What follows belongs to an exercise in optimizing a design on an open flow for small area; a production flow would make more cautious choices. Function was checked by simulation only, so behaviour that the tests miss may differ from the original. Power and IR drop assume default switching activity.

==> module lbus_rx_top, before the edit <==
module lbus_rx_top #(
	parameter int rx_input_reg = 0,
	parameter int big_endian = 1
) (
	input logic rx_clk,
	input logic rst_n,
	input logic [lbus_rx_pkg::seg_count*lbus_rx_pkg::seg_bytes*8-1:0] rx_lbus_data,
	input logic [lbus_rx_pkg::seg_count-1:0] rx_lbus_ena,
	input logic [lbus_rx_pkg::seg_count-1:0] rx_lbus_eop,
	input logic [lbus_rx_pkg::seg_count*lbus_rx_pkg::mty_width-1:0] rx_lbus_mty,
	input logic [lbus_rx_pkg::seg_count-1:0] rx_lbus_err,
	output logic [lbus_rx_pkg::beat_bytes*8-1:0] m_axis_tdata,
	output logic [lbus_rx_pkg::beat_bytes-1:0] m_axis_tkeep,
	output logic m_axis_tlast,
	output logic m_axis_tvalid,
	output logic m_axis_tuser
);
	localparam int seg_count = lbus_rx_pkg::seg_count;
	logic [seg_count-1:0] ena_1, ena_2;
	logic [seg_count*4-1:0] cnt_1, cnt_2;
	logic last_1, last_2;
	logic user_1, user_2;
	logic pkt_err;
	logic any_valid;
	logic any_last;
	logic any_err;
	assign any_valid = |rx_lbus_ena;
	assign any_last = |(rx_lbus_ena & rx_lbus_eop);
	assign any_err = |(rx_lbus_ena & rx_lbus_err);
	lbus_seg_decode i_decode (
		.rx_clk(rx_clk),
		.rst_n(rst_n),
		.rx_lbus_data(rx_lbus_data),
		.beat_data(m_axis_tdata)
	);
	always_ff @(posedge rx_clk) begin
		for (int k = 0; k < seg_count; k++)
			cnt_1[4*k +: 4] <= rx_lbus_mty[4*k +: 4] & {4{rx_lbus_eop[k]}};
		last_1 <= any_last;
		user_1 <= any_last & (pkt_err | any_err);
		cnt_2 <= cnt_1;
		last_2 <= last_1;
		user_2 <= user_1;
	end
	always_ff @(posedge rx_clk or negedge rst_n) begin
		if (!rst_n) begin
			ena_1 <= '0;
			ena_2 <= '0;
			pkt_err <= 1'b0;
		end else begin
			ena_1 <= rx_lbus_ena;
			ena_2 <= ena_1;
			if (any_valid) begin
				pkt_err <= !any_last & (pkt_err | any_err);
			end
		end
	end
	for (genvar k = 0; k < seg_count; k++) begin : g_seg
		for (genvar j = 0; j < lbus_rx_pkg::seg_bytes; j++) begin : g_lane
			assign m_axis_tkeep[(seg_count-1-k)*lbus_rx_pkg::seg_bytes + j] =
				ena_2[k] & (cnt_2[4*k +: 4] <= 4'(j));
		end
	end
	assign m_axis_tvalid = |ena_2;
	assign m_axis_tlast = last_2;
	assign m_axis_tuser = user_2;
endmodule
==> flow/config.mk <==
export PLATFORM = sky130hd
export DESIGN_NAME = lbus_rx_top
export DESIGN_NICKNAME = lbus_rx_top
export VERILOG_FILES = /design/flow/design.v
export SDC_FILE = /design/flow/constraint.sdc
export NUM_CORES = 4
export LEC_CHECK = 0
export ABC_AREA = 1
export CAP_MARGIN = 20
export CORE_AREA = 5 5 385 385
export DIE_AREA = 0 0 390 390
export SLEW_MARGIN = 20
==> flow/constraint.sdc <==
create_clock -name core_clock -period 3.5 [get_ports {rx_clk}]
set_input_delay 0.7000 -clock core_clock [delete_from_list [all_inputs] [get_ports {rx_clk}]]
set_output_delay 0.7000 -clock core_clock [all_outputs]
set_load 0.01 [all_outputs]
standard.sh (not shown) runs the stock make flow with config.mk's settings and CLKGATE_MAP_FILE= SYNTH_SCRIPT=/design/flow/synth_recipe.tcl, a recipe that flattens the netlist after the stock synthesis.
==> flow/flow/run.sh <==
#!/bin/bash
# The standard layout, with the port buffers and the clock tree built from
# small cells. Runs in the standard flow's work folder; each tool's output goes to a log here.
set -euo pipefail
export BUFFER_PORTS_ARGS="-buffer_cell sky130_fd_sc_hd__buf_1"
export CTS_ARGS="-sink_clustering_enable -repair_clock_nets -dont_use_dummy_load -root_buf sky130_fd_sc_hd__clkbuf_16 -buf_list {sky130_fd_sc_hd__clkbuf_8} -sink_clustering_size 20 -sink_clustering_max_diameter 60"
bash standard.sh finish > standard.log 2>&1
Change:
--- a/flow/design.v
+++ b/flow/design.v
@@ -47,9 +47,9 @@
 	output logic m_axis_tuser
 );
 	localparam int seg_count = lbus_rx_pkg::seg_count;
 	logic [seg_count-1:0] ena_1, ena_2;
-	logic [seg_count*4-1:0] cnt_1, cnt_2;
+	logic [seg_count*4-1:0] ncnt_1, ncnt_2;
 	logic last_1, last_2;
 	logic user_1, user_2;
 	logic pkt_err;
 	logic any_valid;
@@ -65,12 +65,12 @@
 		.beat_data(m_axis_tdata)
 	);
 	always_ff @(posedge rx_clk) begin
 		for (int k = 0; k < seg_count; k++)
-			cnt_1[4*k +: 4] <= rx_lbus_mty[4*k +: 4] & {4{rx_lbus_eop[k]}};
+			ncnt_1[4*k +: 4] <= ~(rx_lbus_mty[4*k +: 4] & {4{rx_lbus_eop[k]}});
 		last_1 <= any_last;
 		user_1 <= any_last & (pkt_err | any_err);
-		cnt_2 <= cnt_1;
+		ncnt_2 <= ncnt_1;
 		last_2 <= last_1;
 		user_2 <= user_1;
 	end
 	always_ff @(posedge rx_clk or negedge rst_n) begin
@@ -86,12 +86,33 @@
 			end
 		end
 	end
 	for (genvar k = 0; k < seg_count; k++) begin : g_seg
-		for (genvar j = 0; j < lbus_rx_pkg::seg_bytes; j++) begin : g_lane
-			assign m_axis_tkeep[(seg_count-1-k)*lbus_rx_pkg::seg_bytes + j] =
-				ena_2[k] & (cnt_2[4*k +: 4] <= 4'(j));
+		logic e;
+		logic na1, na0, nb1, nb0;
+		logic [3:0] ng;  
+		logic [2:0] nt;  
+		logic [15:0] keep;
+		assign e = ena_2[k];
+		assign {na1, na0, nb1, nb0} = ncnt_2[4*k +: 4];
+		assign ng[0] = ~(e & na1 & na0);
+		assign ng[1] = ~(e & na1);
+		assign ng[2] = ~(e & (na1 | na0));
+		assign ng[3] = ~e;
+		assign nt[0] = ~(nb1 & nb0);
+		assign nt[1] = ~nb1;
+		assign nt[2] = ~(nb1 | nb0);
+		for (genvar h = 0; h < 4; h++) begin : g_grp
+			for (genvar l = 0; l < 3; l++) begin : g_lane
+				if (h == 0) begin : g_first
+					assign keep[l] = ~(ng[0] | nt[l]);
+				end else begin : g_rest
+					assign keep[4*h+l] = ~(ng[h] | (ng[h-1] & nt[l]));
+				end
+			end
+			assign keep[4*h+3] = ~ng[h];
 		end
+		assign m_axis_tkeep[(seg_count-1-k)*lbus_rx_pkg::seg_bytes +: lbus_rx_pkg::seg_bytes] = keep;
 	end
 	assign m_axis_tvalid = |ena_2;
 	assign m_axis_tlast = last_2;
 	assign m_axis_tuser = user_2;
After rerunning:
- The new run went through all stages and came out clean
- wire length rose slightly
- synthesized area hardly moves
- clock-buffer cell count does not change
- design area fell slightly
- die area stays the same
- register-to-register slack stays flat
- synthesized cell count fell slightly
- combinational power rose by a few percent
- setup slack degrades by 0.44 ns

[static timing again, ports no longer ideal]
The results above use ideal ports. As a check the final layouts listed here were re-extracted and re-timed, cells and wires unchanged.
Step 1: set_driving_cell puts a clkbuf_16 on rx_clk and a buf_2 on each other input, an assumption about the parent block.
Step 2, shift: input delay + t, output delay - t, t = (earliest + latest rising clock arrival at the registers) / 2. This alone moves slack from input paths to output paths.
Slacks: ideal / step 1 / step 2; pairs: ideal / step 1.
| run | t, ns | setup WS [ns] | clock arrival spread, ns |
|---|---|---|---|
| the first run | 0.673 | 0.977 / 0.919 / 1.592 | 0.119 / 0.119 |
| the second run | 0.673 | 0.534 / 0.477 / 1.150 | 0.100 / 0.100 |
After both steps every run listed still meets setup and hold.
